What follows belongs to an exercise in optimizing a design on an open flow for small area; a production flow would make more cautious choices. In this exercise RTL edits were held to simulation tests only and were not proved equivalent to the original. Power is estimated from default activity; no workload was simulated.

==> design.v <==
`default_nettype none
package rv_pkg;
    localparam int XLEN = 32;
    typedef logic [XLEN-1:0] word_t;
    typedef logic [4:0]      reg_addr_t;
    localparam word_t RESET_PC = 32'h0000_0000;
    typedef enum logic [6:0] {
        OPC_LOAD   = 7'b0000011,
        OPC_OP_IMM = 7'b0010011,
        OPC_AUIPC  = 7'b0010111,
        OPC_STORE  = 7'b0100011,
        OPC_OP     = 7'b0110011,
        OPC_LUI    = 7'b0110111,
        OPC_BRANCH = 7'b1100011,
        OPC_JALR   = 7'b1100111,
        OPC_JAL    = 7'b1101111,
        OPC_SYSTEM = 7'b1110011
    } opcode_e;
    typedef enum logic [3:0] {
        ALU_ADD,
        ALU_SUB,
        ALU_SLL,
        ALU_SLT,
        ALU_SLTU,
        ALU_XOR,
        ALU_SRL,
        ALU_SRA,
        ALU_OR,
        ALU_AND
    } alu_op_e;
    typedef enum logic [2:0] {
        FMT_R,
        FMT_I,
        FMT_S,
        FMT_B,
        FMT_U,
        FMT_J
    } fmt_e;
    typedef enum logic [1:0] {
        FETCH,
        EXECUTE,
        MEMORY,
        HALT
    } core_state_e;
    typedef struct packed {
        logic       cyc;
        logic       stb;
        logic       we;
        word_t      adr;
        word_t      dat_w;
        logic [3:0] sel;
    } wb_req_t;
    typedef struct packed {
        word_t dat_r;
        logic  ack;
    } wb_rsp_t;
    typedef struct packed {
        alu_op_e    alu_op;
        reg_addr_t  rd;
        reg_addr_t  rs1;
        reg_addr_t  rs2;
        word_t      imm;
        logic [2:0] funct3;
        logic       is_load;
        logic       is_store;
        logic       is_branch;
        logic       is_jal;
        logic       is_jalr;
        logic       is_lui;
        logic       is_auipc;
        logic       use_imm;
        logic       writes_rd;
        logic       is_ebreak;
    } decoded_t;
    typedef struct packed {
        word_t result;
        logic  jump_en;
        word_t jump_target;
    } exec_result_t;
endpackage
`default_nettype wire
`timescale 1ns/1ps
`default_nettype none
module rv_top (
    input  logic        clk,
    input  logic        reset,
    output logic        wb_cyc,
    output logic        wb_stb,
    output logic        wb_we,
    output logic [31:0] wb_adr,
    output logic [31:0] wb_dat_w,
    output logic [3:0]  wb_sel,
    input  logic [31:0] wb_dat_r,
    input  logic        wb_ack,
    output logic        halted
);
    localparam logic [2:0] S_INIT  = 3'd0;   
    localparam logic [2:0] S_FETCH = 3'd1;   
    localparam logic [2:0] S_WAIT1 = 3'd2;   
    localparam logic [2:0] S_EX1   = 3'd3;   
    localparam logic [2:0] S_MEM   = 3'd4;   
    localparam logic [2:0] S_WAIT2 = 3'd5;   
    localparam logic [2:0] S_EX2   = 3'd6;   
    localparam logic [2:0] S_HALT  = 3'd7;
    logic [2:0]  state;
    logic [3:0]  cnt;
    always_ff @(posedge clk or posedge reset) begin
        if (reset) cnt <= 4'd0;
        else       cnt <= cnt + 4'd1;
    end
    wire cnt0  = (cnt == 4'd0);
    wire cnt15 = (cnt == 4'd15);
    wire in_fetch  = (state == S_FETCH);
    wire in_mem    = (state == S_MEM);
    wire fetch_ack = in_fetch & wb_ack;
    wire mem_ack   = in_mem & wb_ack;
    wire r1   = (state == S_EX1);
    wire r2   = (state == S_EX2) | (mem_ack & cnt0);
    wire init = (state == S_INIT);
    logic [31:2] ir;
    wire  [31:2] inst = ir;
    always_ff @(posedge clk)
        if (fetch_ack) ir <= wb_dat_r[31:2];
    wire [4:0] opc = inst[6:2];
    wire [2:0] f3  = inst[14:12];
    wire [4:0] rd  = inst[11:7];
    wire [4:0] rs1 = inst[19:15];
    wire [4:0] rs2 = inst[24:20];
    wire is_load   = ~opc[4] & ~opc[3] & ~opc[2];
    wire is_store  = ~opc[4] &  opc[3] & ~opc[2];
    wire is_ldst   = ~opc[4] & ~opc[2];
    wire is_alu    = ~opc[4] &  opc[2] & ~opc[0];
    wire is_op     = is_alu & opc[3];
    wire is_upper  = ~opc[4] &  opc[2] &  opc[0];
    wire is_lui    = is_upper & opc[3];
    wire is_auipc  = is_upper & ~opc[3];
    wire is_branch =  opc[4] & ~opc[2] & ~opc[0];
    wire is_jump   =  opc[4] &  opc[0];
    wire is_jal    =  opc[1];
    wire is_sys    =  opc[4] &  opc[2];
    wire is_shift  = is_alu & (f3[1:0] == 2'b01);
    wire is_slt    = is_alu & (f3[2:1] == 2'b01);
    logic [31:0] imm;
    always_comb begin
        if (is_upper)       imm = {inst[31:12], 12'd0};
        else if (is_jal)    imm = {{12{inst[31]}}, inst[19:12], inst[20], inst[30:21], 1'b0};
        else if (is_branch) imm = {{20{inst[31]}}, inst[7], inst[30:25], inst[11:8], 1'b0};
        else if (is_store)  imm = {{21{inst[31]}}, inst[30:25], inst[11:7]};
        else                imm = {{21{inst[31]}}, inst[30:20]};
    end
    wire imm_lo = imm[{cnt, 1'b0}];
    wire imm_hi = imm[{cnt, 1'b1}];
    logic [31:0] rf [1:31];
    logic [31:0] pcr;
    logic [31:0] head_lo, head_hi;
    assign head_lo[0] = 1'b0;
    assign head_hi[0] = 1'b0;
    genvar g;
    generate
        for (g = 1; g < 32; g++) begin : g_head
            assign head_lo[g] = rf[g][0];
            assign head_hi[g] = rf[g][1];
        end
    endgenerate
    wire rs1_lo = head_lo[rs1];
    wire rs1_hi = head_hi[rs1];
    wire rs2_lo = head_lo[rs2];
    wire rs2_hi = head_hi[rs2];
    wire pc_lo  = pcr[0];
    wire pc_hi  = pcr[1];
    logic ci;
    wire r2b  = r2 & is_branch;
    wire y_lo = r2b ? imm_lo : pc_lo;
    wire y_hi = r2b ? imm_hi : pc_hi;
    wire id_lo = y_lo ^ ci;
    wire ci_m  = ci & (y_lo ^ r2b);
    wire id_hi = y_hi ^ ci_m;
    always_ff @(posedge clk)
        ci <= cnt0 | (ci_m & (y_hi ^ r2b) & ~cnt15);
    logic c;       
    logic t;       
    logic sgn;     
    logic [4:0] sh;
    logic [31:0] dbuf;
    wire pc_sel   = (r1 & (is_jal | is_auipc)) | r2b;
    wire zero_sel = is_lui | is_shift;
    wire use_rs2  = r1 & (is_op | is_branch);
    wire op1_lo = pc_sel ? pc_lo : (~zero_sel & rs1_lo);
    wire op1_hi = pc_sel ? pc_hi : (~zero_sel & rs1_hi);
    wire op2_lo = use_rs2 ? rs2_lo : (r2b ? id_lo : imm_lo);
    wire op2_hi = use_rs2 ? rs2_hi : (r2b ? id_hi : imm_hi);
    wire sub = r1 & (is_branch | is_slt |
                     (is_op & (f3 == 3'b000) & inst[30]));
    wire sflip = r1 & cnt15 & ((is_branch & ~f3[1]) | (is_slt & ~f3[0]));
    wire a_lo = op1_lo;
    wire b_lo = op2_lo ^ sub;
    wire a_hi = op1_hi ^ sflip;
    wire b_hi = op2_hi ^ sub ^ sflip;
    wire cin  = cnt0 ? sub : c;
    wire sum_lo = a_lo ^ b_lo ^ cin;
    wire c_m    = (a_lo & b_lo) | (a_lo & cin) | (b_lo & cin);
    wire sum_hi = a_hi ^ b_hi ^ c_m;
    wire cout   = (a_hi & b_hi) | (a_hi & c_m) | (b_hi & c_m);
    logic lg_lo, lg_hi;
    always_comb begin
        case (f3[1:0])
            2'b00:   begin lg_lo = op1_lo ^ op2_lo; lg_hi = op1_hi ^ op2_hi; end
            2'b10:   begin lg_lo = op1_lo | op2_lo; lg_hi = op1_hi | op2_hi; end
            default: begin lg_lo = op1_lo & op2_lo; lg_hi = op1_hi & op2_hi; end
        endcase
    end
    wire use_lg = is_alu & f3[2];
    wire alu_lo = use_lg ? lg_lo : sum_lo;
    wire alu_hi = use_lg ? lg_hi : sum_hi;
    wire t_acc = (t & ~cnt0) | sum_lo | sum_hi;
    wire t_fin = (is_branch & ~f3[2]) ? (~t_acc ^ f3[0]) : (~cout ^ (is_branch & f3[0]));
    always_ff @(posedge clk) begin
        c <= cout;
        if (r1) t <= cnt15 ? t_fin : t_acc;
    end
    always_ff @(posedge clk) begin
        if (r1 & (is_shift | is_ldst) & cnt0) sh[1:0] <= {sum_hi, sum_lo};
        if (r1 & is_shift & (cnt == 4'd1))    sh[3:2] <= {sum_hi, sum_lo};
        if (r1 & is_shift & (cnt == 4'd2))    sh[4]   <= sum_lo;
    end
    wire [1:0] lane = sh[1:0];
    wire shift_odd = (r1 & cnt0) ? sum_lo : sh[0];
    wire [4:0] sh_pair = {1'b0, sh[4:1]} + {4'd0, sh[0]};
    wire fillv   = f3[2] & inst[30] & sgn;
    logic go;
    wire go_now  = go | (cnt == sh[4:1]);
    always_ff @(posedge clk)
        go <= r2 & go_now & ~cnt15;
    wire ld_c0 = r2 & cnt0;                  
    logic [3:0] tap_pair;
    always_comb begin
        if (is_load) tap_pair = ld_c0 ? {lane - 2'd1, 2'b11} : {lane, 2'b00};
        else         tap_pair = sh_pair[3:0];
    end
    logic [1:0] tap;
    always_comb begin
        case (tap_pair)
            4'd0:  tap = dbuf[1:0];
            4'd1:  tap = dbuf[3:2];
            4'd2:  tap = dbuf[5:4];
            4'd3:  tap = dbuf[7:6];
            4'd4:  tap = dbuf[9:8];
            4'd5:  tap = dbuf[11:10];
            4'd6:  tap = dbuf[13:12];
            4'd7:  tap = dbuf[15:14];
            4'd8:  tap = dbuf[17:16];
            4'd9:  tap = dbuf[19:18];
            4'd10: tap = dbuf[21:20];
            4'd11: tap = dbuf[23:22];
            4'd12: tap = dbuf[25:24];
            4'd13: tap = dbuf[27:26];
            4'd14: tap = dbuf[29:28];
            default: tap = dbuf[31:30];
        endcase
    end
    wire right  = f3[2];
    wire shr_lo = right ? (sh_pair[4] ? (cnt0 ? sgn : fillv) : tap[0]) : (go_now & dbuf[0]);
    wire shr_hi = right ? (sh_pair[4] ? fillv : tap[1])                 : (go_now & dbuf[1]);
    wire sb_rep = (f3[1:0] == 2'b00) & |cnt[3:2];
    wire sh_rep = (f3[1:0] == 2'b01) & cnt[3];
    wire st_lo = sb_rep ? dbuf[24] : sh_rep ? dbuf[16] : rs2_lo;
    wire st_hi = sb_rep ? dbuf[25] : sh_rep ? dbuf[17] : rs2_hi;
    logic din_lo, din_hi;
    always_comb begin
        if (r2)            begin din_hi = fillv;  din_lo = (cnt0 & sh[0]) ? sgn : fillv; end
        else if (is_store) begin din_hi = st_hi;  din_lo = st_lo; end
        else if (shift_odd) begin din_hi = rs1_lo; din_lo = ~cnt0 & sgn; end
        else               begin din_hi = rs1_hi; din_lo = rs1_lo; end
    end
    wire dbuf_sh = (r1 & (is_store | is_shift)) |
                   (r2 & ((is_shift & (right | go_now)) | (is_load & ~cnt0)));
    always_ff @(posedge clk) begin
        if (mem_ack)
            dbuf <= {wb_dat_r[1:0], wb_dat_r[31:2]};
        else if (dbuf_sh)
            dbuf <= {din_hi, din_lo, dbuf[31:2]};
    end
    logic [1:0] lane_w;
    always_comb begin
        case (lane)
            2'd0:    lane_w = wb_dat_r[1:0];
            2'd1:    lane_w = wb_dat_r[9:8];
            2'd2:    lane_w = wb_dat_r[17:16];
            default: lane_w = wb_dat_r[25:24];
        endcase
    end
    wire [1:0] ld_raw = mem_ack ? lane_w : tap;
    wire ld_ext = (f3[1:0] == 2'b00) ? |cnt[3:2] : (f3[1:0] == 2'b01) ? cnt[3] : 1'b0;
    wire ld_lo  = ld_ext ? (~f3[2] & sgn) : ld_raw[0];
    wire ld_hi  = ld_ext ? (~f3[2] & sgn) : ld_raw[1];
    always_ff @(posedge clk) begin
        if (r2 & is_load & (cnt == {1'b0, f3[0], 2'b11}))
            sgn <= ld_raw[1];
        else if (r1 & is_shift)
            sgn <= rs1_hi;
    end
    wire wr1 = (is_alu & ~is_shift & ~is_slt) | is_upper | is_jump;
    wire wr2 = is_load | is_shift | is_slt;
    wire wen = (r1 & wr1) | (r2 & wr2);
    logic w_lo, w_hi;
    always_comb begin
        if (r2) begin
            if (is_load)     begin w_lo = ld_lo;      w_hi = ld_hi;  end
            else if (is_slt) begin w_lo = cnt0 & t;   w_hi = 1'b0;   end
            else             begin w_lo = shr_lo;     w_hi = shr_hi; end
        end else if (is_jump) begin
            w_lo = id_lo; w_hi = id_hi;
        end else begin
            w_lo = alu_lo; w_hi = alu_hi;
        end
    end
    generate
        for (g = 1; g < 32; g++) begin : g_ring
            wire we_g = wen && (rd == g);
            always_ff @(posedge clk)
                rf[g] <= {we_g ? w_hi : rf[g][1], we_g ? w_lo : rf[g][0], rf[g][31:2]};
        end
    endgenerate
    wire last    = init | (r1 & ~is_ldst & ~is_shift & ~is_slt) | r2;
    wire npc_alu = is_jump | r2b;
    wire npc_lo  = ~init & ~cnt0 & (npc_alu ? sum_lo : id_lo);
    wire npc_hi  = ~init & (npc_alu ? sum_hi : id_hi);
    always_ff @(posedge clk)
        pcr <= {last ? npc_hi : pcr[1], last ? npc_lo : pcr[0], pcr[31:2]};
    logic [31:2] adr;
    wire adr_ld = r1 & is_ldst;
    always_ff @(posedge clk) begin
        if ((last | adr_ld) & ~cnt0)
            adr <= {adr_ld ? sum_hi : npc_hi, adr_ld ? sum_lo : npc_lo, adr[31:4]};
    end
    always_ff @(posedge clk or posedge reset) begin
        if (reset) begin
            state <= S_INIT;
        end else begin
            case (state)
                S_INIT:  if (cnt15) state <= S_FETCH;
                S_FETCH: if (wb_ack) state <= cnt15 ? S_EX1 : S_WAIT1;
                S_WAIT1: if (cnt15) state <= S_EX1;
                S_EX1:   if (cnt15) state <= is_sys ? S_HALT :
                                             is_ldst ? S_MEM :
                                             (is_shift | is_slt | (is_branch & t_fin)) ? S_EX2 :
                                             S_FETCH;
                S_MEM:   if (wb_ack) state <= cnt0 ? S_EX2 : S_WAIT2;
                S_WAIT2: if (cnt15) state <= S_EX2;
                S_EX2:   if (cnt15) state <= S_FETCH;
                default: ;
            endcase
        end
    end
    wire [3:0] sel_b = 4'b0001 << lane;
    wire [3:0] sel_h = lane[1] ? 4'b1100 : 4'b0011;
    assign wb_cyc   = in_fetch | in_mem;
    assign wb_stb   = wb_cyc;
    assign wb_we    = in_mem & ~ir[6] & ir[5] & ~ir[4];
    assign wb_adr   = {adr, 2'b00};
    assign wb_dat_w = dbuf;
    assign wb_sel   = ir[13] ? 4'b1111 : ir[12] ? sel_h : sel_b;
    assign halted   = (state == S_HALT);
endmodule
`default_nettype wire
==> flow/run.sh <==
#!/bin/bash
# The standard layout (standard.sh) with two settings changed through the
# environment: clock tree synthesis without dummy loads, and the smallest
# buffer on each port. Each tool's output goes to the ORFS logs; make's output
# goes to standard.log here.
export CTS_ARGS="-sink_clustering_enable -repair_clock_nets -dont_use_dummy_load -sink_clustering_size 16 -sink_clustering_max_diameter 60 -buf_list sky130_fd_sc_hd__clkbuf_8"
export BUFFER_PORTS_ARGS="-buffer_cell sky130_fd_sc_hd__buf_1"
bash standard.sh > standard.log 2>&1
==> standard.sh <==
#!/bin/bash
# synth_recipe.tcl (not shown) runs the flow's synth.tcl, then flattens the netlist and writes it again
# the make line also repeats each setting of config.mk as NAME=value (left out here)
make -C /OpenROAD-flow-scripts/flow DESIGN_CONFIG=/design/flow/config.mk WORK_HOME=/design/flow/orfs CLKGATE_MAP_FILE= SYNTH_SCRIPT=/design/flow/synth_recipe.tcl "${@:-finish}"
==> config.mk <==
export PLATFORM = sky130hd
export DESIGN_NAME = rv_top
export DESIGN_NICKNAME = rv_top
export VERILOG_FILES = /design/flow/design.v
export SDC_FILE = /design/flow/constraint.sdc
export NUM_CORES = 4
export LEC_CHECK = 0
export CAP_MARGIN = 20
export CORE_MARGIN = 2
export CORE_UTILIZATION = 40
export CTS_CLUSTER_DIAMETER = 100
export CTS_CLUSTER_SIZE = 24
export SLEW_MARGIN = 20
==> constraint.sdc <==
create_clock -name core_clock -period 14.0 [get_ports {clk}]
set_input_delay 2.8000 -clock core_clock [delete_from_list [all_inputs] [get_ports {clk}]]
set_output_delay 2.8000 -clock core_clock [all_outputs]
set_load 0.01 [all_outputs]
==> results of run 1 <==
[area by class of cell]
class | instances | share of cell area, %
Inverter | 23 | 0.275
Sequential cell | 1133 | 75.6
Antenna cell | 1 | 0.00798
Clock buffer | 82 | 3.60
Timing Repair Buffer | 120 | 1.63
Tap cell | 950 | 3.79
Multi-Input combinational cell | 637 | 15.1
[metal layers]
| metal | up-vias | track usage (%) | share of wire, % |
|---|---|---|---|
| li1 | 6539 | - | - |
| met1 | 6627 | 20.4 | 48 |
| met2 | 343 | 21.0 | 44 |
| met3 | 109 | 2.83 | 5.1 |
| met4 | 0 | 5.31 | 3.2 |
| met5 | - | 0 | 0 |
[flip-flops by register name, indices dropped and copies added (netlist names)]
name	cells
rf	992
dbuf	32
pcr	32
adr	30
ir	30
sh	5
cnt	4
state	3
c	1
ci	1
go	1
sgn	1
t	1
[worst max-delay path: stages]
cell	delay, ps
buf_1	200
nor4bb_4	260
a21o_1	450
and2_1	220
nand2_1	110
xor2_1	160
mux2i_1	300
xnor2_1	160
fa_1	440
fa_1	630
a211o_1	380
o21ai_0	210
xor2_1	100
a21o_1	200
o31ai_1	250
nand3_1	100
o311ai_0	130
[final timing paths]
| kind | slack, ps | from | to |
|---|---|---|---|
| setup / recovery | 7430 | wb_ack | state[0]$_DFFE_PP0P_ |
| hold / removal | 300 | rf[18][14]$_DFF_P_ | rf[18][12]$_DFF_P_ |
| setup reg to reg | 8250 | cnt[0]$_DFF_PP0_ | state[0]$_DFFE_PP0P_ |
| hold reg to reg | 300 | rf[18][14]$_DFF_P_ | rf[18][12]$_DFF_P_ |
| max in group asynchronous | 11620 | reset | cnt[2]$_DFF_PP0_ |
| min in group asynchronous | 2070 | reset | cnt[1]$_DFF_PP0_ |
[synth_stat cells (all sizes together), types with 3 or more instances]
| cell type | number |
|---|---|
| dfrtp | 7 |
| and3 | 8 |
| nand2b | 9 |
| nor4b | 4 |
| o211ai | 5 |
| mux2i | 14 |
| nand3 | 20 |
| nand4 | 7 |
| and3b | 7 |
| xnor2 | 10 |
| or3 | 7 |
| nand3b | 4 |
| or3b | 3 |
| o311ai | 3 |
| or2 | 3 |
| nand2 | 131 |
| o31ai | 5 |
| a22oi | 6 |
| ha | 13 |
| a211o | 6 |
| a21oi | 28 |
| mux4 | 35 |
| mux2 | 42 |
| nor3b | 4 |
| buf | 18 |
| edfxtp | 99 |
| o21ai | 110 |
| clkbuf | 40 |
| xor2 | 6 |
| a22o | 3 |
| o22ai | 10 |
| nor2 | 34 |
| nor2b | 12 |
| inv | 23 |
| dfxtp | 1027 |
| a222oi | 6 |
| o32ai | 3 |
| a32oi | 5 |
| nor3 | 17 |
| and2 | 3 |
| a31oi | 8 |
| o21a | 3 |
| a21o | 4 |
| a211oi | 7 |
[power by group through the flow]
stage | registers, mW | clock network, mW | logic [mW]
floorplan | 3.36 | 0 | 0.0884
global placement | 3.38 | 0 | 0.125
detailed placement | 3.38 | 0 | 0.127
CTS | 3.30 | 1.49 | 0.127
global route | 3.30 | 1.60 | 0.136
finish | 3.30 | 1.43 | 0.125
[logic make-up after synthesis]
family,Yosys count
fa+ha+maj,15
simple gates,278
compound gates,235
flops,1133
buf+inv,81
mux,91
other cells,1
xor+xnor,16
[stage by stage]
| stage | cells | hold WS (ps) | utilization [%] | cell area, µm² |
|---|---|---|---|---|
| 6_report | 2946 | 304 | 43.9 | 31400 |
| 5_1_grt | 2946 | 297 | 43.9 | 31400 |
| 4_1_cts | 2945 | 292 | 43.9 | 31400 |
| 3_5_place_dp | 2863 | 312 | 42.4 | 30200 |
| 3_3_place_gp | 2863 | 309 | 42.4 | 30200 |
| 2_1_floorplan | 1851 | 310 | - | 28800 |
==> flow_metrics.tcl, run 1 <==
set metrics [dict create \
    dieWidth_um 272 \
    power.share.sequential_pct 68.0 \
    netlist-cell-type-count 83 \
    clkTransAtPathRegs_ps 90 \
    syn_area_um2 28800 \
    cts_resized 0 \
    track_usage_pct 14.1 \
    async_reset_ff_share_pct 0.618 \
    clkPwrFrac_pct 29.4 \
    clock.fmax_ghz 0.152 \
    grt_antenna_before_repair 2 \
    synth_edf_count 99 \
    power.density_nw_per_um2 155 \
    final_common_cell "dfxtp_1" \
    required_ps 14520 \
    gp_congestion 0.864 \
    internal_power_mw 3.85 \
    core_um2 71400 \
    syn_to_final_growth_pct 9.02 \
    maxSlewHeadroom_pct 24.1 \
    synthTopCellsByArea "dfxtp_1 71%, edfxtp_1 10%, mux4_2 2.7%" \
    vias 13600 \
    cp-end-kind "register" \
    holdPathStages 0 \
    path_class "input pin to register" \
    synth_mux_area_share_pct 4.89 \
    synth-adder-area-share_pct 0.705 \
    fin_nets 2047 \
    hold_viol 0 \
    setup-tns-final_ps 0 \
    syn_inst 1850 \
    rsz0062_at_grt "no" \
    die_h_um 272 \
    htree_levels 3 \
    status "complete, no violations" \
    multi_input_area_um2 4730 \
    grt_pass1_vias 13200 \
    ys_seq_area_share_pct 82.4 \
    synthFlopType "dfxtp_1" \
    drtIter0Drc 869 \
    fill_cells 6398 \
    mostFrequentLayoutCells "1027 x dfxtp_1, 131 x nand2_1, 104 x buf_1, 99 x edfxtp_1" \
    dp_hpwl_mm 33.8 \
    tightest_slew_ps 1140 \
    period_share_pct 47.0 \
    wl_mm 52.3 \
    vdd_drop_max_mv 0.117 \
    swShare_pct 20.7 \
    cts.sink_count 1133 \
    synth-simple-area-share_pct 4.70 \
    initial_core_util_pct 40.3 \
    synth_compound_area_share_pct 5.53 \
    maxSlewViolCount 0 \
    leakage_nw 11.7 \
    critical_path.max_fanout 11 \
    rr_worst_depth 19 \
    cap_violations 0 \
    ff_latch_area_um2 23700 \
    fin_ws_ps 7430 \
    port_buffers 104 \
    switchingPower_mw 1.00 \
    pin_count 107 \
    numCtsBuffers 82 \
    cts_tree "built" \
    grt_pass1_wl_mm 79.2 \
    placementRows 98 \
    combPwrFrac_pct 2.6 \
    setup_viol 0 \
    clock_latency_ps 720 \
    yosysWarningCount 2 \
    yosysTopAreaCellShare_pct 71.5 \
    cts_setup_buffers 0 \
    drt-vias-per-instance 4.62 \
    cts_buffer_depth 3 \
    root_buffer "clkbuf_8" \
    overflow 0 \
    skew_ps 90.4 \
    yosysTopAreaCell "dfxtp_1" \
    ys_ff_latch 1133 \
    drcViolationCount 0 \
    grt_max_degree 41 \
    period_needed_ps 6570 \
    drive_gt1_share_pct 10.8 \
    drtPass1Iterations 7 \
    worstPathArrival_ps 7100 \
    wire_per_inst_um 17.7 \
    place_ws_ps 6790 \
    synth_top_family_by_area "compound AO/OA/AOI/OAI gates" \
    synth.avg_cell_area_um2 15.5 \
    hold_path_class "register to register" \
    dieArea_um2 74100 \
    start_kind "input pin" \
    drtAntennaViolNets 0 \
    ctsHoldBuffers 0 \
    synth-xor-area-share_pct 0.487 \
    power_mw 4.85 \
]
==> inputs of run 2 (changes only) <==
--- a/config.mk
+++ b/config.mk
@@ -7,7 +7,7 @@
 export LEC_CHECK = 0
 export CAP_MARGIN = 20
 export CORE_MARGIN = 2
-export CORE_UTILIZATION = 40
+export CORE_UTILIZATION = 60
 export CTS_CLUSTER_DIAMETER = 100
 export CTS_CLUSTER_SIZE = 24
 export SLEW_MARGIN = 20
==> run 2 against run 1 <==
Effect of this change:
- wire length fell by 1.4%
- fmax down 4.1%
- critical path type unchanged
- clock power barely moved
- register-to-register slack better by 30 ps
- hold slack got worse by 4.5 ps
- global-route usage rose by 7.0 points
- non-clock buffer count shrank 1
==> flow_metrics.tcl, run 2 <==
set metrics [dict create \
    ff_latch_area_um2 23700 \
    wl_mm 51.6 \
    hold_path_class "register to register" \
    dieWidth_um 223 \
    holdPathStages 0 \
    crit_slowest_cell "fa_1" \
    maxSlewViolCount 0 \
    clkTransAtPathRegs_ps 90 \
    cts_setup_buffers 0 \
    dieArea_um2 49700 \
    cp.depth 16 \
    yosysTopAreaCellShare_pct 71.5 \
    drtPass1Iterations 5 \
    cts_tree "built" \
    crit_chain "buf_1, nor4bb_4, buf_4, a21o_1, and2_1, nand2_1, xor2_1, mux2i_1, xnor2_1, fa_1, fa_1, o21ai_0, o22ai_1, o32ai_4, buf_4, o21ai_0" \
    status "complete, no violations" \
    overflow 0 \
    fin_nets 2046 \
    grt_pass1_vias 13400 \
    cts_resized 0 \
    placementRows 80 \
    clock.fmax_ghz 0.146 \
    rsz0062_at_grt "no" \
    finalNonFillerCells 2609 \
    rr_worst_depth 15 \
    final_common_cell "dfxtp_1" \
    period_needed_ps 6850 \
    ys_seq_area_share_pct 82.4 \
    initial_core_util_pct 60.5 \
    wire_per_inst_um 19.8 \
    fin_util_pct 65.0 \
    reg.largest.list "rf (992), dbuf (32), pcr (32)" \
    slowest_delay_ps 600 \
    htree_levels 3 \
    grt_antenna_before_repair 2 \
    ys_ff_latch 1133 \
    drive_gt1_share_pct 10.7 \
    netlist-cell-type-count 83 \
    port_buffers 104 \
    critical_path.max_fanout 41 \
    cap_violations 0 \
    worstPathArrival_ps 7360 \
    synth_most_common_cell "dfxtp_1" \
    start_kind "input pin" \
    vias 13600 \
    dp_hpwl_mm 34.1 \
    tightest_slew_ps 1130 \
    power.density_nw_per_um2 156 \
    maxSlewHeadroom_pct 24.2 \
    place_inst 2527 \
    cts_buffer_depth 3 \
    drtAntennaViolNets 0 \
    setup-tns-final_ps 0 \
    vdd_drop_max_mv 0.123 \
    syn_inst 1850 \
    path_class "input pin to register" \
    synthFlopType "dfxtp_1" \
    synthTopCellsByCount "1027 x dfxtp_1, 131 x nand2_1, 99 x edfxtp_1" \
    hold_viol 0 \
    fill_cells 3466 \
    root_buffer "clkbuf_8" \
    period_share_pct 49.0 \
    regMostFlops "rf" \
    drtIter0Drc 906 \
    multi_input_area_um2 4730 \
    leakage_nw 11.7 \
    pin_count 107 \
    yosysWarningCount 2 \
    synth_edf_count 99 \
    cp-end-kind "register" \
    cts.sink_count 1133 \
    synth.avg_cell_area_um2 15.5 \
    clock_latency_ps 680 \
    gp_congestion 0.860 \
    track_usage_pct 21.1 \
    grt_max_degree 42 \
    cp_num_buf_inv 3 \
    skew_ps 77.5 \
    syn_area_um2 28800 \
    core_um2 47500 \
    power_mw 4.83 \
    yosysTopAreaCell "dfxtp_1" \
    grt_pass1_wl_mm 78.4 \
    numCtsBuffers 82 \
    required_ps 14510 \
    async_reset_ff_share_pct 0.618 \
    die_h_um 223 \
    setup_viol 0 \
    syn_to_final_growth_pct 7.53 \
    drt-vias-per-instance 5.20 \
    ctsHoldBuffers 0 \
    synthTopCellsByArea "dfxtp_1 71%, edfxtp_1 10%, mux4_2 2.7%" \
    cpLargestDelayFamily "compound AO/OA/AOI/OAI gates" \
    antenna_cells 0 \
    largest_register_ffs 992 \
    mostFrequentLayoutCells "1027 x dfxtp_1, 131 x nand2_1, 104 x buf_1, 99 x edfxtp_1" \
    drcViolationCount 0 \
]
-- run 2: cell counts after synthesis --
Identical to the previous run, type by type.
-- run 2: cells by family after synthesis --
logic type,Yosys count,share of synthesized area (%)
DFF,1133,82.4
xor gates and xnor gates,16,0.487
muxes,91,4.89
other,1,0.0130
adders and majority gates,15,0.705
AOI/OAI and AO/OA,235,5.53
and+or+nand+nor,278,4.70
buffers and inverters,81,1.25
-- run 2: through the flow --
stage	worst slack (ps)	area, µm²	hold slack (ps)
finish	7150	30900	300
global route	6820	30900	307
CTS	7180	30900	285
detailed placement	6460	29800	312
global placement	6540	29800	309
floorplan	7370	28800	310
-- run 2: layer usage --
metal / GRT usage, % / routed length [µm]
met1: 29.4 / 23900
met2: 32.5 / 23300
met3: 4.74 / 2710
met4: 8.14 / 1680
met5: 0 / 34
-- run 2: final cells by class --
type	instances	share of cell area, %
clock buffers	82	3.65
inverters	23	0.279
multi-input cells	637	15.3
flip-flops and latches	1133	76.7
well taps	615	2.49
repair buffers	119	1.63
-- run 2: worst reg2reg max path, cell delays in order (launching register included) --
cell	delay [ps]
edfxtp_1	750
or3b_2	750
mux2i_1	160
nor4_1	240
o211ai_1	150
a31oi_1	630
xor2_1	150
mux2i_1	300
xnor2_1	140
fa_1	440
fa_1	600
o21ai_0	120
o22ai_1	140
o32ai_4	310
buf_4	510
o21ai_0	200
-- run 2: final timing paths --
check | start | end | slack (ps)
max | wb_ack | rf[13][31]$_DFF_P_ | 7150
min in group asynchronous | reset | state[2]$_DFFE_PP0P_ | 2070
max reg2reg | ir[6]$_DFFE_PP_ | rf[13][31]$_DFF_P_ | 8280
max in group asynchronous | reset | state[1]$_DFFE_PP0P_ | 11640
min reg2reg | rf[26][26]$_DFF_P_ | rf[26][24]$_DFF_P_ | 300
min | rf[26][26]$_DFF_P_ | rf[26][24]$_DFF_P_ | 300
-- run 2: power breakdown --
part | internal, mW | leakage (nW) | total [mW] | switching (mW)
Combinational | 0.0394 | 1.92 | 0.121 | 0.0814
Sequential | 3.28 | 9.23 | 3.30 | 0.0210
Clock | 0.526 | 0.590 | 1.40 | 0.877
==> inputs of run 3 (changes only) <==
==> flow/run.sh (replaced) <==
#!/bin/bash
# The standard layout (standard.sh) with two settings changed through the
# environment: clock tree synthesis without dummy loads, and the smallest
# buffer on each port. Each tool's output goes to the ORFS logs; make's output
# goes to standard.log here.
export CTS_ARGS="-sink_clustering_enable -repair_clock_nets -dont_use_dummy_load -sink_clustering_size 20 -sink_clustering_max_diameter 60 -buf_list sky130_fd_sc_hd__clkbuf_8"
export BUFFER_PORTS_ARGS="-buffer_cell sky130_fd_sc_hd__buf_1"
bash standard.sh > standard.log 2>&1
--- a/config.mk
+++ b/config.mk
@@ -7,7 +7,7 @@
 export LEC_CHECK = 0
 export CAP_MARGIN = 20
 export CORE_MARGIN = 2
-export CORE_UTILIZATION = 60
+export CORE_UTILIZATION = 40
 export CTS_CLUSTER_DIAMETER = 100
 export CTS_CLUSTER_SIZE = 24
 export SLEW_MARGIN = 20
==> run 3 against run 2 <==
Effect of this change:
- wire length up 1.1%
- global-route usage down 7.1 points
- final cell count up 12%
- critical path depth up 1
- sequential power about the same
- non-clock buffer count up 1
- hold slack worse by 19 ps
- total power down 1.3%
- critical path type unchanged
- largest cell class unchanged
==> flow_metrics.tcl, run 3 <==
set metrics [dict create \
    status "complete, no violations" \
    required_ps 14530 \
    skew_ps 92.9 \
    overflow 0 \
    gp_congestion 0.864 \
    min_from "rf[13][6]$_DFF_P_" \
    fill_cells 6407 \
    synth_edf_count 99 \
    track_usage_pct 14.0 \
    root_buffer "clkbuf_8" \
    dieArea_um2 74100 \
    ys_ff_latch 1133 \
    ys_seq_area_share_pct 82.4 \
    dp_hpwl_mm 33.8 \
    tightest_slew_ps 1170 \
    regToRegSetupSlack_ps 8280 \
    period_share_pct 46.9 \
    leakage_nw 11.7 \
    mostFrequentLayoutCells "1027 x dfxtp_1, 131 x nand2_1, 104 x buf_1, 99 x edfxtp_1, 82 x o21ai_0" \
    maxSlewHeadroom_pct 21.7 \
    drtAntennaViolNets 0 \
    htree_levels 3 \
    syn_area_um2 28800 \
    grt_pass1_vias 13100 \
    cts_buffer_depth 3 \
    critical_path.max_fanout 11 \
    cts_setup_buffers 0 \
    ctsHoldBuffers 0 \
    clkTransAtPathRegs_ps 110 \
    setup_viol 0 \
    largest_register_ffs 992 \
    path_class "input pin to register" \
    wire_per_inst_um 17.8 \
    drtPass1Iterations 5 \
    clock.fmax_ghz 0.152 \
    drt-vias-per-instance 4.58 \
    port_buffers 104 \
    syn_inst 1850 \
    placementRows 98 \
    maxSlewViolCount 0 \
    syn_to_final_growth_pct 8.44 \
    ff_latch_area_um2 23700 \
    hold_viol 0 \
    numCtsBuffers 70 \
    yosysTopAreaCellShare_pct 71.5 \
    reg.largest.list "rf (992), dbuf (32), pcr (32)" \
    rsz0062_at_grt "no" \
    place_inst 2863 \
    cts_resized 0 \
    r2r_start "ir[6]$_DFFE_PP_" \
    grt_max_degree 41 \
    period_needed_ps 6570 \
    finalNonFillerCells 2933 \
    grt_pass1_wl_mm 78.8 \
    rr_worst_depth 17 \
    cp-end-kind "register" \
    holdPathStages 0 \
    wl_mm 52.1 \
    cts.sink_count 1133 \
    fin_nets 2035 \
    grt_antenna_before_repair 1 \
    synthFlopType "dfxtp_1" \
    clock_latency_ps 700 \
    cts_tree "built" \
    die_h_um 272 \
    synth.avg_cell_area_um2 15.5 \
    async_reset_ff_share_pct 0.618 \
    hold_end "rf[13][4]$_DFF_P_" \
    synth_most_common_cell "dfxtp_1" \
    yosysTopAreaCell "dfxtp_1" \
    multi_input_area_um2 4730 \
    worstReg2RegEnd "state[0]$_DFFE_PP0P_" \
    core_um2 71400 \
    vias 13400 \
    power.density_nw_per_um2 153 \
    yosysWarningCount 2 \
    antenna_cells 0 \
    synthTopCellsByArea "dfxtp_1 71%, edfxtp_1 10%, mux4_2 2.7%" \
    netlist-cell-type-count 83 \
    worstPathArrival_ps 7090 \
    setup-tns-final_ps 0 \
    drtIter0Drc 925 \
    cap_violations 0 \
    hold_path_class "register to register" \
    start_kind "input pin" \
    drcViolationCount 0 \
    final_common_cell "dfxtp_1" \
    regMostFlops "rf" \
    initial_core_util_pct 40.3 \
    drive_gt1_share_pct 10.2 \
    pin_count 107 \
    dieWidth_um 272 \
    synthTopCellsByCount "1027 x dfxtp_1, 131 x nand2_1, 99 x edfxtp_1" \
    vdd_drop_max_mv 0.113 \
]
run 3: cell types whose count changed in the layout (fill, tap and decap cells not counted):
cell      change
clkbuf_8     -12
buf_4         +1
run 3: worst max path at each step:
stage / to / slack, ps / start
after floorplan: state[2]$_DFFE_PP0P_ / 7370 / wb_ack
after global placement: state[2]$_DFFE_PP0P_ / 6900 / wb_ack
after detailed placement: rf[14][31]$_DFF_P_ / 6790 / wb_ack
after CTS: rf[16][31]$_DFF_P_ / 7530 / wb_ack
after global routing: state[0]$_DFFE_PP0P_ / 7220 / wb_ack
final: state[0]$_DFFE_PP0P_ / 7430 / wb_ack
run 3: final cells by class:
| class | count | share of cell area, % |
|---|---|---|
| multi-input cells | 637 | 15.2 |
| well taps | 950 | 3.81 |
| repair buffers | 120 | 1.64 |
| flip-flops and latches | 1133 | 76.0 |
| inverters | 23 | 0.277 |
| clock buffers | 70 | 3.09 |
run 3: where the power goes:
part           internal [mW]  switching [mW]  total (mW)
Sequential              3.28          0.0193        3.30
Combinational         0.0397          0.0856       0.125
Clock                  0.453           0.883        1.34
Total                   3.78           0.988        4.76
run 3: routing by layer:
| metal | global-route usage [%] | up-vias | share of wire (%) |
|---|---|---|---|
| met1 | 20.3 | 6510 | 49 |
| met2 | 21.0 | 322 | 43 |
| met4 | 4.71 | 0 | 3.1 |
| met3 | 2.94 | 106 | 4.4 |
| met5 | 0 | - | 0 |
| li1 | - | 6505 | - |
run 3: logic make-up (layout without fill, tap and decap cells):
| family | count (synthesis) | count (layout) | synth area share (%) |
|---|---|---|---|
| AOI/OAI and AO/OA | 235 | 235 | 5.53 |
| xor gates and xnor gates | 16 | 16 | 0.487 |
| adders and majority gates | 15 | 15 | 0.705 |
| buffers and inverters | 81 | 213 | 1.25 |
| DFF | 1133 | 1133 | 82.4 |
| muxes | 91 | 91 | 4.89 |
| other | 1 | 2 | 0.0130 |
| and+or+nand+nor | 278 | 278 | 4.70 |
run 3: worst max-delay path, cell delays in order:
cell and delay [ps]:
buf_1 200, nor4bb_4 250, a21o_1 450, and2_1 220, nand2_1 110, xor2_1 160
mux2i_1 300, xnor2_1 160, fa_1 430, fa_1 630, a211o_1 370, o21ai_0 210
xor2_1 100, a21o_1 200, o31ai_1 260, nand3_1 100, o311ai_0 130
run 3: metrics by stage:
stage	hold slack [ps]	power, mW	area, µm²	utilization [%]	setup slack [ps]
after floorplan	310	3.45	28800	-	7370
after global placement	309	3.50	30200	42.4	6900
after detailed placement	312	3.50	30200	42.4	6790
after CTS	283	4.82	31200	43.7	7530
after global routing	282	4.95	31200	43.7	7220
final	281	4.76	31200	43.7	7430
==> inputs of run 4 (changes only) <==
==> flow/run.sh (replaced) <==
#!/bin/bash
# The standard layout (standard.sh) with two settings changed through the
# environment: clock tree synthesis without dummy loads, and the smallest
# buffer on each port. Each tool's output goes to the ORFS logs; make's output
# goes to standard.log here.
export CTS_ARGS="-sink_clustering_enable -repair_clock_nets -dont_use_dummy_load -sink_clustering_size 22 -sink_clustering_max_diameter 40 -buf_list sky130_fd_sc_hd__clkbuf_8"
export BUFFER_PORTS_ARGS="-buffer_cell sky130_fd_sc_hd__buf_1"
bash standard.sh > standard.log 2>&1
==> run 4 against run 3 <==
Effect of this change:
- still clean
- die area unchanged
- core utilization up 0.48 points
- final cell count increased by 0.85%
- register-to-register slack gained 20 ps
- flip-flop and latch count stayed put
- synthesized area unchanged
- combinational power about the same
- clock skew grew 31 ps
- largest power group unchanged
- highest routed layer unchanged
==> flow_metrics.tcl, run 4 <==
set metrics [dict create \
    grt_max_degree 41 \
    synthTopCellsByArea "dfxtp_1 71%, edfxtp_1 10%, mux4_2 2.7%" \
    setup-tns-final_ps 0 \
    maxSlewHeadroom_pct 20.5 \
    rsz0062_at_grt "no" \
    yosysWarningCount 2 \
    root_buffer "clkbuf_8" \
    drt-vias-per-instance 4.61 \
    cts_tree "built" \
    core_um2 71400 \
    largest_register_ffs 992 \
    startpoint "wb_ack" \
    ctsHoldBuffers 0 \
    power.density_nw_per_um2 157 \
    track_usage_pct 14.1 \
    skew_ps 124 \
    required_ps 14490 \
    async_reset_ff_share_pct 0.618 \
    regMostFlops "rf" \
    synth_edf_count 99 \
    synthFlopType "dfxtp_1" \
    synthTopCellsByCount "1027 x dfxtp_1, 131 x nand2_1, 99 x edfxtp_1" \
    numCtsBuffers 95 \
    wl_mm 52.1 \
    drtIter0Drc 974 \
    hold_end "rf[3][26]$_DFF_P_" \
    syn_area_um2 28800 \
    yosysTopAreaCell "dfxtp_1" \
    start_kind "input pin" \
    setup_viol 0 \
    dp_hpwl_mm 33.8 \
    antenna_cells 0 \
    port_buffers 104 \
    critical_path.max_fanout 11 \
    cts_resized 0 \
    grt_antenna_before_repair 0 \
    clock_latency_ps 730 \
    cp-end-kind "register" \
    hold_viol 0 \
    cts_setup_buffers 0 \
    cap_violations 0 \
    fin_ws_ps 7440 \
    min_from "rf[3][28]$_DFF_P_" \
    r2r_start "ir[6]$_DFFE_PP_" \
    wire_per_inst_um 17.6 \
    rr_worst_depth 17 \
    period_share_pct 46.9 \
    synth.avg_cell_area_um2 15.5 \
    regToRegSetupSlack_ps 8300 \
    fill_cells 6359 \
    yosysTopAreaCellShare_pct 71.5 \
    place_ws_ps 6790 \
    ys_seq_area_share_pct 82.4 \
    ys_ff_latch 1133 \
    fin_nets 2060 \
    initial_core_util_pct 40.3 \
    tightest_slew_ps 1180 \
    drcViolationCount 0 \
    overflow 0 \
    grt_pass1_vias 13300 \
    path_class "input pin to register" \
    dieArea_um2 74100 \
    reg.largest.list "rf (992), dbuf (32), pcr (32)" \
    netlist-cell-type-count 83 \
    worstReg2RegEnd "state[2]$_DFFE_PP0P_" \
    die_h_um 272 \
    clkTransAtPathRegs_ps 110 \
    synth_most_common_cell "dfxtp_1" \
    drtAntennaViolNets 0 \
    status "complete, no violations" \
    clock.fmax_ghz 0.152 \
    hold_path_class "register to register" \
    drive_gt1_share_pct 11.4 \
    final_common_cell "dfxtp_1" \
    cts.sink_count 1133 \
    leakage_nw 11.8 \
    pin_count 107 \
    vdd_drop_max_mv 0.118 \
    drtPass1Iterations 5 \
    dieWidth_um 272 \
    vias 13600 \
    placementRows 98 \
    gp_congestion 0.864 \
    period_needed_ps 6560 \
    syn_to_final_growth_pct 9.64 \
    cts_buffer_depth 3 \
    worstPathArrival_ps 7060 \
    htree_levels 3 \
    holdPathStages 0 \
    maxSlewViolCount 0 \
    grt_pass1_wl_mm 79.0 \
    mostFrequentLayoutCells "1027 x dfxtp_1, 131 x nand2_1, 104 x buf_1, 99 x edfxtp_1, 95 x clkbuf_8" \
    syn_inst 1850 \
]
run 4: cell count changes in the layout (fill, tap and decap cells not counted), sizes merged:
cell,delta
clkbuf,+25
run 4: area by class of cell:
type / instances / area, µm² / share of cell area (%)
inverters: 23 / 86.3 / 0.274
multi-input cells: 637 / 4730 / 15.0
repair buffers: 120 / 510 / 1.62
clock buffers: 95 / 1310 / 4.15
flip-flops and latches: 1133 / 23700 / 75.2
well taps: 950 / 1190 / 3.77
run 4: power by group:
| group | switching [mW] | total, mW | leakage, nW | internal (mW) |
|---|---|---|---|---|
| registers | 0.0193 | 3.30 | 9.23 | 3.28 |
| clock network | 0.909 | 1.51 | 0.683 | 0.603 |
| logic | 0.0857 | 0.125 | 1.92 | 0.0397 |
| total | 1.01 | 4.94 | 11.8 | 3.93 |
run 4: kinds of logic (layout without fill, tap and decap cells):
logic type	count (synthesis)	count (layout)	share of synthesized area (%)
XOR/XNOR	16	16	0.487
flip-flops	1133	1133	82.4
other	1	2	0.0130
AND/OR/NAND/NOR	278	278	4.70
adder cells (fa/ha/maj)	15	15	0.705
AO/OA/AOI/OAI	235	235	5.53
buffers and inverters	81	238	1.25
multiplexers	91	91	4.89
run 4: worst max-delay path, cell delays in order:
cell	delay, ps
buf_1	190
nor4bb_4	250
a21o_1	440
and2_1	220
nand2_1	110
xor2_1	160
mux2i_1	300
xnor2_1	160
fa_1	440
fa_1	630
a211o_1	370
o21ai_0	210
xor2_1	100
a21o_1	200
o22a_1	190
nor3_1	190
nor3_1	80
run 4: metal layers:
layer / track usage, % / routed length, µm
met2: 20.8 / 22500
met4: 5.48 / 1710
met5: 0 / 0
met3: 2.86 / 2320
met1: 20.3 / 25600
run 4: metrics by stage:
stage               util, %  hold slack (ps)  cell area (µm²)  cells  power, mW
finish                 44.2              246            31500   2958       4.94
global route           44.2              239            31500   2958       5.14
CTS                    44.2              243            31500   2958       5.00
detailed placement     42.4              312            30200   2863       3.50
global placement       42.4              309            30200   2863       3.50
floorplan                 -              310            28800   1851       3.45
run 4: worst max path at each step:
stage / end / slack, ps / cells past startpoint
global placement: state[2]$_DFFE_PP0P_ / 6900 / 17
CTS: state[2]$_DFFE_PP0P_ / 7530 / 17
detailed placement: rf[14][31]$_DFF_P_ / 6790 / 15
global route: rf[12][31]$_DFF_P_ / 7220 / 15
finish: state[2]$_DFFE_PP0P_ / 7440 / 17
floorplan: state[2]$_DFFE_PP0P_ / 7370 / 17
==> inputs of run 5 (changes only) <==
==> flow/run.sh (replaced) <==
#!/bin/bash
# The standard layout (standard.sh) with two settings changed through the
# environment: clock tree synthesis without dummy loads, and the smallest
# buffer on each port. Each tool's output goes to the ORFS logs; make's output
# goes to standard.log here.
export CTS_ARGS="-sink_clustering_enable -repair_clock_nets -dont_use_dummy_load -sink_clustering_size 20 -sink_clustering_max_diameter 50 -buf_list sky130_fd_sc_hd__clkbuf_8"
export BUFFER_PORTS_ARGS="-buffer_cell sky130_fd_sc_hd__buf_1"
bash standard.sh > standard.log 2>&1
--- a/config.mk
+++ b/config.mk
@@ -7,7 +7,8 @@
 export LEC_CHECK = 0
 export CAP_MARGIN = 20
 export CORE_MARGIN = 2
-export CORE_UTILIZATION = 40
+export CORE_UTILIZATION = 60
 export CTS_CLUSTER_DIAMETER = 100
 export CTS_CLUSTER_SIZE = 24
+export PLACE_DENSITY = 0.75
 export SLEW_MARGIN = 20
==> run 5 against run 4 <==
Effect of this change:
- still clean on timing, DRC and antenna
- wire length decreased by 0.44%
- combinational power barely moved
- final cell count fell by 12%
- die area decreased by 33%
- sequential share of layout area increased by 1.7 points
- total power fell by 3.1%
- flip-flop and latch count unchanged
- non-clock buffer count shrank 2
- via count is 0.23% lower
- critical path type unchanged
- largest cell class unchanged
==> flow_metrics.tcl, run 5 <==
set metrics [dict create \
    status "complete, no violations" \
    gp_congestion 0.864 \
    required_ps 14550 \
    power.density_nw_per_um2 155 \
    cts_resized 0 \
    place_inst 2526 \
    drive_gt1_share_pct 10.4 \
    fin_nets 2038 \
    hold_viol 0 \
    async_reset_ff_share_pct 0.618 \
    syn_area_um2 28800 \
    hold_end "rf[9][7]$_DFF_P_" \
    cts_buffer_depth 3 \
    worstReg2RegEnd "state[2]$_DFFE_PP0P_" \
    synth_edf_count 99 \
    wire_per_inst_um 19.9 \
    die_h_um 223 \
    final_common_cell "dfxtp_1" \
    crit_slowest_cell "fa_1" \
    dieArea_um2 49700 \
    timing.hold.ws_ps 252 \
    synth.avg_cell_area_um2 15.5 \
    drtAntennaViolNets 0 \
    htree_levels 3 \
    root_buffer "clkbuf_8" \
    leakage_nw 11.7 \
    synthTopCellsByArea "dfxtp_1 71%, edfxtp_1 10%, mux4_2 2.7%" \
    numCtsBuffers 75 \
    wl_mm 51.9 \
    clock.fmax_ghz 0.154 \
    syn_to_final_growth_pct 7.19 \
    fill_cells 3235 \
    largest_register_ffs 992 \
    period_needed_ps 6480 \
    synthFlopType "dfxtp_1" \
    worstPathArrival_ps 7020 \
    grt_max_degree 41 \
    overflow 0 \
    cts_setup_buffers 0 \
    period_share_pct 46.3 \
    holdPathStages 0 \
    path_class "input pin to register" \
    setup-tns-final_ps 0 \
    fin_util_pct 64.8 \
    placementRows 80 \
    setup_viol 0 \
    port_buffers 104 \
    grt_pass1_vias 13300 \
    cp-end-kind "register" \
    yosysTopAreaCellShare_pct 71.5 \
    syn_inst 1850 \
    multi_input_area_um2 4730 \
    cap_violations 0 \
    ys_seq_area_share_pct 82.4 \
    drtIter0Drc 934 \
    regMostFlops "rf" \
    cp_num_buf_inv 1 \
    maxSlewHeadroom_pct 29.1 \
    slowest_delay_ps 600 \
    skew_ps 110 \
    ff_latch_area_um2 23700 \
    pin_count 107 \
    critical_path.max_fanout 11 \
    crit_chain "buf_1, nor4bb_4, a21o_1, and2_1, nand2_1, xor2_1, mux2i_1, xnor2_1, fa_1, fa_1, a211o_1, o21ai_0, xor2_1, a21o_1, o22a_1, nor3_1, nor3_1" \
    grt_antenna_before_repair 1 \
    clkTransAtPathRegs_ps 110 \
    clock_latency_ps 700 \
    core_um2 47500 \
    synthTopCellsByCount "1027 x dfxtp_1, 131 x nand2_1, 99 x edfxtp_1" \
    dieWidth_um 223 \
    drtPass1Iterations 5 \
    regToRegSetupSlack_ps 8180 \
    yosysWarningCount 2 \
    ys_ff_latch 1133 \
    vdd_drop_max_mv 0.131 \
    min_from "rf[9][9]$_DFF_P_" \
    synth_most_common_cell "dfxtp_1" \
    maxSlewViolCount 0 \
    dp_hpwl_mm 34.0 \
    yosysTopAreaCell "dfxtp_1" \
    grt_pass1_wl_mm 78.0 \
    r2r_start "cnt[0]$_DFF_PP0_" \
    ctsHoldBuffers 0 \
    hold_path_class "register to register" \
    track_usage_pct 21.0 \
    mostFrequentLayoutCells "1027 x dfxtp_1, 131 x nand2_1, 104 x buf_1, 99 x edfxtp_1, 82 x o21ai_0" \
    start_kind "input pin" \
    initial_core_util_pct 60.5 \
    vias 13600 \
    finalNonFillerCells 2603 \
    rr_worst_depth 18 \
    power_mw 4.79 \
    drt-vias-per-instance 5.23 \
    cts.sink_count 1133 \
    reg.largest.list "rf (992), dbuf (32), pcr (32)" \
    rsz0062_at_grt "no" \
    tightest_slew_ps 1060 \
    cpLargestDelayFamily "compound AO/OA/AOI/OAI gates" \
    cts_tree "built" \
    drcViolationCount 0 \
    netlist-cell-type-count 83 \
]
[run 5: cell counts after synthesis]
Identical to the previous run, type by type.
[run 5: cells by family after synthesis]
group	count (synthesis)	share of synthesized area [%]
mux	91	4.89
flops	1133	82.4
buf+inv	81	1.25
compound gates	235	5.53
simple gates	278	4.70
other cells	1	0.0130
xor+xnor	16	0.487
fa+ha+maj	15	0.705
[run 5: worst max-delay path by stage]
stage,start,endpoint,slack [ps],cells after the start
2_1_floorplan,wb_ack,state[2]$_DFFE_PP0P_,7370,17
3_3_place_gp,wb_ack,state[2]$_DFFE_PP0P_,7000,17
3_5_place_dp,wb_ack,state[2]$_DFFE_PP0P_,6910,17
4_1_cts,wb_ack,rf[15][31]$_DFF_P_,7640,15
5_1_grt,wb_ack,state[2]$_DFFE_PP0P_,7290,17
6_report,wb_ack,state[2]$_DFFE_PP0P_,7520,17
[run 5: final cells by class]
class / count / share of cell area [%]
diodes: 2 / 0.0162
flip-flops and latches: 1133 / 76.9
inverters: 23 / 0.280
clock buffers: 75 / 3.35
multi-input cells: 637 / 15.3
repair buffers: 118 / 1.61
well taps: 615 / 2.50
[run 5: worst register-to-register path, stage by stage (launching register included)]
cell	delay [ps]
dfrtp_1	690
inv_1	300
ha_1	190
nor3b_2	710
a21o_1	540
and2_1	220
nand2_1	100
xor2_1	150
mux2i_1	300
xnor2_1	150
fa_1	460
fa_1	600
a211o_1	360
o21ai_0	200
xor2_1	90
a21o_1	200
o22a_1	210
nor3_1	190
nor3_1	80
[run 5: where the power goes]
part / total, mW / switching (mW) / internal [mW]
Combinational: 0.123 / 0.0838 / 0.0394
Sequential: 3.30 / 0.0175 / 3.28
Clock: 1.36 / 0.879 / 0.483
[run 5: routing by layer]
| metal | routed length [µm] | GRT usage (%) | vias up |
|---|---|---|---|
| met5 | 0 | 0 | - |
| met4 | 1470 | 7.23 | 0 |
| met3 | 2510 | 4.17 | 106 |
| met2 | 24300 | 33.4 | 391 |
| met1 | 23600 | 29.1 | 6605 |
| li1 | - | - | 6503 |
[run 5: per-stage QoR]
step / worst slack, ps / area (µm²)
after floorplan: 7370 / 28800
after global placement: 7000 / 29800
after detailed placement: 6910 / 29800
after CTS: 7640 / 30800
after global routing: 7290 / 30800
final: 7520 / 30800
==> inputs of run 6 (changes only) <==
==> flow/run.sh (replaced) <==
#!/bin/bash
# The standard layout (standard.sh) with two settings changed through the
# environment: clock tree synthesis without dummy loads, and the smallest
# buffer on each port. Each tool's output goes to the ORFS logs; make's output
# goes to standard.log here.
export CTS_ARGS="-sink_clustering_enable -repair_clock_nets -dont_use_dummy_load -sink_clustering_size 24 -sink_clustering_max_diameter 50 -buf_list {sky130_fd_sc_hd__clkbuf_8 sky130_fd_sc_hd__clkbuf_16}"
export BUFFER_PORTS_ARGS="-buffer_cell sky130_fd_sc_hd__buf_1"
bash standard.sh > standard.log 2>&1
--- a/config.mk
+++ b/config.mk
@@ -7,8 +7,7 @@
 export LEC_CHECK = 0
 export CAP_MARGIN = 20
 export CORE_MARGIN = 2
-export CORE_UTILIZATION = 60
+export CORE_UTILIZATION = 40
 export CTS_CLUSTER_DIAMETER = 100
 export CTS_CLUSTER_SIZE = 24
-export PLACE_DENSITY = 0.75
 export SLEW_MARGIN = 20
==> run 6 against run 5 <==
Effect of this change:
- still clean on timing, DRC and antenna
- clock power rose by 35%
- first-iteration DRC count is 4.3% lower
- wire length rose by 0.97%
- clock skew is 7.1 ps lower
- critical path type unchanged
- critical endpoint unchanged
- largest cell class unchanged
==> flow_metrics.tcl, run 6 <==
set metrics [dict create \
    synth_most_common_cell "dfxtp_1" \
    grt_antenna_before_repair 1 \
    yosysTopAreaCell "dfxtp_1" \
    regMostFlops "rf" \
    yosysTopAreaCellShare_pct 71.5 \
    place_ws_ps 6790 \
    setup-tns-final_ps 0 \
    critical_path.max_fanout 11 \
    cts_resized 0 \
    wire_per_inst_um 17.9 \
    numCtsBuffers 71 \
    root_buffer "clkbuf_16" \
    async_reset_ff_share_pct 0.618 \
    required_ps 14440 \
    ys_seq_area_share_pct 82.4 \
    gr-usage-met2_pct 21.1 \
    vias 13500 \
    fill_cells 6313 \
    drtAntennaViolNets 0 \
    cts.sink_count 1133 \
    grt_pass1_vias 13200 \
    track_usage_pct 14.1 \
    clock_latency_ps 640 \
    grt_pass1_wl_mm 78.9 \
    fin_ws_ps 7370 \
    timing.hold.ws_ps 275 \
    ctsHoldBuffers 0 \
    clock.fmax_ghz 0.151 \
    crit_slowest_cell "fa_1" \
    grt_max_degree 41 \
    leakage_nw 12.0 \
    cts_tree "built" \
    period_share_pct 47.3 \
    power_mw 5.26 \
    syn_to_final_growth_pct 11.3 \
    synth_edf_count 99 \
    met1_usage_pct 20.2 \
    drt-vias-per-instance 4.61 \
    antenna_cells 0 \
    synth.avg_cell_area_um2 15.5 \
    placed_area_um2 30200 \
    power.density_nw_per_um2 164 \
    crit_chain "buf_1, nor4bb_4, a21o_1, and2_1, nand2_1, xor2_1, mux2i_1, xnor2_1, fa_1, fa_1, a211o_1, o21ai_0, xor2_1, a21o_1, o22a_1, nor3_1, nor3_1" \
    path_class "input pin to register" \
    clkTransAtPathRegs_ps 80 \
    dieArea_um2 74100 \
    design_area_um2 32000 \
    cap_violations 0 \
    mostFrequentLayoutCells "1027 x dfxtp_1, 131 x nand2_1, 104 x buf_1, 99 x edfxtp_1, 82 x o21ai_0" \
    period_needed_ps 6630 \
    rsz0062_at_grt "no" \
    synthFlopType "dfxtp_1" \
    die_h_um 272 \
    synthTopCellsByCount "1027 x dfxtp_1, 131 x nand2_1, 99 x edfxtp_1" \
    cts_buffer_depth 3 \
    worstPathArrival_ps 7060 \
    met3_usage_pct 2.81 \
    htree_levels 3 \
    cts_setup_buffers 0 \
    slowest_delay_ps 630 \
    setup_viol 0 \
    startpoint "wb_ack" \
    fin_nets 2036 \
    hold_path_class "register to register" \
    placementRows 98 \
    drcViolationCount 0 \
    tightest_slew_ps 1130 \
    skew_ps 102 \
    drive_gt1_share_pct 10.3 \
    synthTopCellsByArea "dfxtp_1 71%, edfxtp_1 10%, mux4_2 2.7%" \
    final_common_cell "dfxtp_1" \
    core_um2 71400 \
    cp-end-kind "register" \
    pin_count 107 \
    maxSlewViolCount 0 \
    min_from "rf[26][11]$_DFF_P_" \
    vdd_drop_max_mv 0.116 \
    start_kind "input pin" \
    dieWidth_um 272 \
    dp_hpwl_mm 33.8 \
    r2r_start "cnt[0]$_DFF_PP0_" \
    reg.largest.list "rf (992), dbuf (32), pcr (32)" \
    gp_congestion 0.864 \
    wl_mm 52.4 \
    initial_core_util_pct 40.3 \
    drtPass1Iterations 8 \
    overflow 0 \
    syn_inst 1850 \
    busiest_layer "met2" \
    yosysWarningCount 2 \
    syn_area_um2 28800 \
    ys_ff_latch 1133 \
    cpLargestDelayFamily "compound AO/OA/AOI/OAI gates" \
    largest_register_ffs 992 \
    hold_viol 0 \
    status "complete, no violations" \
    netlist-cell-type-count 83 \
    drtIter0Drc 894 \
    cp_num_buf_inv 1 \
    port_buffers 104 \
    maxSlewHeadroom_pct 24.4 \
]
[run 6: changes by cell type in the layout (fill, tap and decap cells not counted), sizes merged]
cell | before | now
buf | 118 | 120
clkbuf | 75 | 71
diode | 2 | 0
[run 6: area by class of cell]
cell class	instances	area (µm²)	area share (%)
Timing Repair Buffer	120	510	1.60
Sequential cell	1133	23700	74.1
Tap cell	950	1190	3.71
Multi-Input combinational cell	637	4730	14.8
Inverter	23	86.3	0.270
Clock buffer	71	1780	5.55
[run 6: worst register-to-register path: stages (launching register included)]
cell     delay (ps)
dfrtp_1         910
inv_1           310
ha_1            300
nor3b_2         160
buf_4           210
a21o_1          340
and2_1          250
nand2_1         120
xor2_1           80
mux2i_1         300
xnor2_1         160
fa_1            430
fa_1            630
a211o_1         370
o21ai_0         210
xor2_1          100
a21o_1          200
o22a_1          190
nor3_1          190
nor3_1           80
[run 6: cells by family after synthesis]
family,after synthesis,share of synthesized area [%]
and+or+nand+nor,278,4.70
other,1,0.0130
adders and majority gates,15,0.705
muxes,91,4.89
AOI/OAI and AO/OA,235,5.53
DFF,1133,82.4
buffers and inverters,81,1.25
xor gates and xnor gates,16,0.487
[run 6: final timing paths]
path / to / slack (ps) / cells after the start
max in group asynchronous: state[2]$_DFFE_PP0P_ / 11540 / 2
min: rf[26][9]$_DFF_P_ / 280 / 0
max: state[2]$_DFFE_PP0P_ / 7370 / 17
min reg2reg: rf[26][9]$_DFF_P_ / 280 / 0
min in group asynchronous: cnt[2]$_DFF_PP0_ / 2140 / 2
max reg2reg: state[2]$_DFFE_PP0P_ / 8280 / 19
[run 6: through the flow]
stage	std cells	utilization, %
6_report	2934	44.8
2_1_floorplan	1851	-
3_5_place_dp	2863	42.4
5_1_grt	2934	44.8
3_3_place_gp	2863	42.4
4_1_cts	2934	44.8
[run 6: metal layers]
layer | wire, µm | part of all wire (%)
met4 | 1610 | 3.1
met2 | 22900 | 44
met3 | 2310 | 4.4
met5 | 0 | 0
met1 | 25500 | 49
[run 6: power by group]
group / internal (mW) / total (mW) / switching [mW]
Combinational: 0.0397 / 0.125 / 0.0854
Clock: 0.898 / 1.84 / 0.938
Sequential: 3.28 / 3.30 / 0.0193
Total: 4.22 / 5.26 / 1.04
==> inputs of run 7 (changes only) <==
==> flow/run.sh (replaced) <==
#!/bin/bash
# The standard layout (standard.sh) with two settings changed through the
# environment: clock tree synthesis without dummy loads, and the smallest
# buffer on each port. Each tool's output goes to the ORFS logs; make's output
# goes to standard.log here.
export CTS_ARGS="-sink_clustering_enable -repair_clock_nets -dont_use_dummy_load -sink_clustering_size 24 -sink_clustering_max_diameter 100"
export BUFFER_PORTS_ARGS="-buffer_cell sky130_fd_sc_hd__buf_1"
bash standard.sh > standard.log 2>&1
==> run 7 against run 6 <==
Effect of this change:
- sequential share of layout area is 1.1 points higher
- first-iteration DRC count is 3.1% lower
- clock-buffer cell count is 18 lower
- non-clock buffer count stayed put
- setup slack hardly changed
- synthesized area stayed put
- global-route usage is 0.076 points lower
- wire length hardly changed
- critical path type unchanged
- largest power group unchanged
- highest routed layer unchanged
==> flow_metrics.tcl, run 7 <==
set metrics [dict create \
    core_um2 71400 \
    cts_resized 0 \
    hold_viol 0 \
    grt_pass1_wl_mm 78.9 \
    wire_per_inst_um 18.0 \
    async_reset_ff_share_pct 0.618 \
    hold_path_class "register to register" \
    placementRows 98 \
    maxSlewHeadroom_pct 20.6 \
    ys_seq_area_share_pct 82.4 \
    tightest_slew_ps 1190 \
    wl_mm 52.4 \
    netlist-cell-type-count 83 \
    period_needed_ps 6630 \
    regToRegSetupSlack_ps 8280 \
    synthTopCellsByCount "1027 x dfxtp_1, 131 x nand2_1, 99 x edfxtp_1" \
    drive_gt1_share_pct 9.46 \
    cp-end-kind "register" \
    dp_hpwl_mm 33.8 \
    track_usage_pct 14.0 \
    slowest_delay_ps 630 \
    vias 13400 \
    critical_path.max_fanout 31 \
    drcViolationCount 0 \
    vdd_drop_max_mv 0.110 \
    synth.avg_cell_area_um2 15.5 \
    maxSlewViolCount 0 \
    synth_most_common_cell "dfxtp_1" \
    rsz0062_at_grt "no" \
    ys_ff_latch 1133 \
    synth_edf_count 99 \
    cap_violations 0 \
    status "complete, no violations" \
    power.density_nw_per_um2 159 \
    clock.fmax_ghz 0.151 \
    drt-vias-per-instance 4.60 \
    clock_latency_ps 630 \
    syn_inst 1850 \
    yosysWarningCount 2 \
    worstPathArrival_ps 7090 \
    synthTopCellsByArea "dfxtp_1 71%, edfxtp_1 10%, mux4_2 2.7%" \
    fin_nets 2018 \
    regMostFlops "rf" \
    root_buffer "clkbuf_16" \
    start_kind "input pin" \
    die_h_um 272 \
    drtPass1Iterations 5 \
    port_buffers 104 \
    setup-tns-final_ps 0 \
    cts_buffer_depth 3 \
    leakage_nw 11.8 \
    cp_num_buf_inv 2 \
    setup_viol 0 \
    ctsHoldBuffers 0 \
    htree_levels 2 \
    cpLargestDelayFamily "compound AO/OA/AOI/OAI gates" \
    fill_cells 6369 \
    reg.largest.list "rf (992), dbuf (32), pcr (32)" \
    fin_util_pct 44.2 \
    period_share_pct 47.3 \
    initial_core_util_pct 40.3 \
    grt_antenna_before_repair 0 \
    dieWidth_um 272 \
    pin_count 107 \
    crit_chain "buf_1, nor4bb_4, a21o_1, and2_1, nand2_1, xor2_1, mux2i_1, xnor2_1, fa_1, fa_1, o21ai_0, o22ai_1, o32ai_4, buf_4, o21ai_0" \
    dieArea_um2 74100 \
    skew_ps 75.6 \
    overflow 0 \
    gp_congestion 0.864 \
    cts_setup_buffers 0 \
    cts.sink_count 1133 \
    grt_max_degree 41 \
    yosysTopAreaCellShare_pct 71.5 \
    syn_to_final_growth_pct 9.71 \
    mostFrequentLayoutCells "1027 x dfxtp_1, 131 x nand2_1, 104 x buf_1, 99 x edfxtp_1, 81 x o21ai_0" \
    crit_slowest_cell "fa_1" \
    required_ps 14470 \
    yosysTopAreaCell "dfxtp_1" \
    syn_area_um2 28800 \
    drtIter0Drc 866 \
    largest_register_ffs 992 \
    clkTransAtPathRegs_ps 90 \
    grt_pass1_vias 13000 \
    cts_tree "built" \
    path_class "input pin to register" \
    synthFlopType "dfxtp_1" \
    drtAntennaViolNets 0 \
    final_common_cell "dfxtp_1" \
    numCtsBuffers 53 \
]
==> run 7: cell type report <==
type / instances / area (µm²) / share of cell area (%)
Sequential cell: 1133 / 23700 / 75.1
Tap cell: 950 / 1190 / 3.77
Inverter: 23 / 86.3 / 0.274
Antenna cell: 1 / 2.50 / 0.00793
Timing Repair Buffer: 120 / 510 / 1.62
Multi-Input combinational cell: 637 / 4730 / 15.0
Clock buffer: 53 / 1330 / 4.20
==> run 7: through the flow <==
stage | hold WS, ps | area (µm²) | setup slack, ps | std cells | total power [mW]
6_report | 281 | 31600 | 7370 | 2917 | 5.01
5_1_grt | 292 | 31600 | 7100 | 2916 | 5.19
3_3_place_gp | 309 | 30200 | 6900 | 2863 | 3.50
3_5_place_dp | 312 | 30200 | 6790 | 2863 | 3.50
4_1_cts | 291 | 31600 | 7470 | 2916 | 5.07
2_1_floorplan | 310 | 28800 | 7370 | 1851 | 3.45
==> run 7: worst paths after layout <==
path                                          from            endpoint  depth (start not counted)
worst max register to register     ir[6]$_DFFE_PP_  rf[31][31]$_DFF_P_                         15
worst max-delay path                        wb_ack  rf[31][31]$_DFF_P_                         15
max in group asynchronous                    reset    cnt[3]$_DFF_PP0_                          2
min in group asynchronous                    reset    cnt[2]$_DFF_PP0_                          2
worst min-delay path            rf[15][22]$_DFF_P_  rf[15][20]$_DFF_P_                          0
worst min register to register  rf[15][22]$_DFF_P_  rf[15][20]$_DFF_P_                          0
==> run 7: metal layers <==
metal | wire length, µm | GRT usage [%] | vias up
met2 | 22800 | 21.2 | 291
met1 | 25600 | 20.4 | 6552
met4 | 1600 | 5.02 | 0
met3 | 2330 | 2.21 | 98
li1 | - | - | 6483
met5 | 0 | 0 | -
==> run 7: power by group <==
| part | internal, mW | switching [mW] |
|---|---|---|
| combinational | 0.0397 | 0.0858 |
| clock | 0.675 | 0.905 |
| sequential | 3.28 | 0.0193 |
| total | 4.00 | 1.01 |
==> run 7: logic make-up (layout without fill, tap and decap cells) <==
kind of cell / count (synthesis) / after routing / synth area share, %
AO/OA/AOI/OAI: 235 / 235 / 5.53
flip-flops: 1133 / 1133 / 82.4
XOR/XNOR: 16 / 16 / 0.487
other: 1 / 3 / 0.0130
multiplexers: 91 / 91 / 4.89
buffers and inverters: 81 / 196 / 1.25
AND/OR/NAND/NOR: 278 / 278 / 4.70
adder cells (fa/ha/maj): 15 / 15 / 0.705
==> run 7: worst register-to-register path: stages (launching register included) <==
cell and delay (ps):
edfxtp_1 710, or3b_2 720, mux2i_1 160, nor4_1 260, o211ai_1 150, a31oi_1 570
xor2_1 140, mux2i_1 310, xnor2_1 160, fa_1 440, fa_1 630, o21ai_0 140
o22ai_1 130, o32ai_4 330, buf_4 530, o21ai_0 240

Check on run 7: ideal ports give 7.373 ns setup slack; a clkbuf_16 on the clock port and buf_2 on the inputs give 7.410 ns; moving port delays by the midpoint clock arrival (0.657 ns) as well gives 6.753 ns.
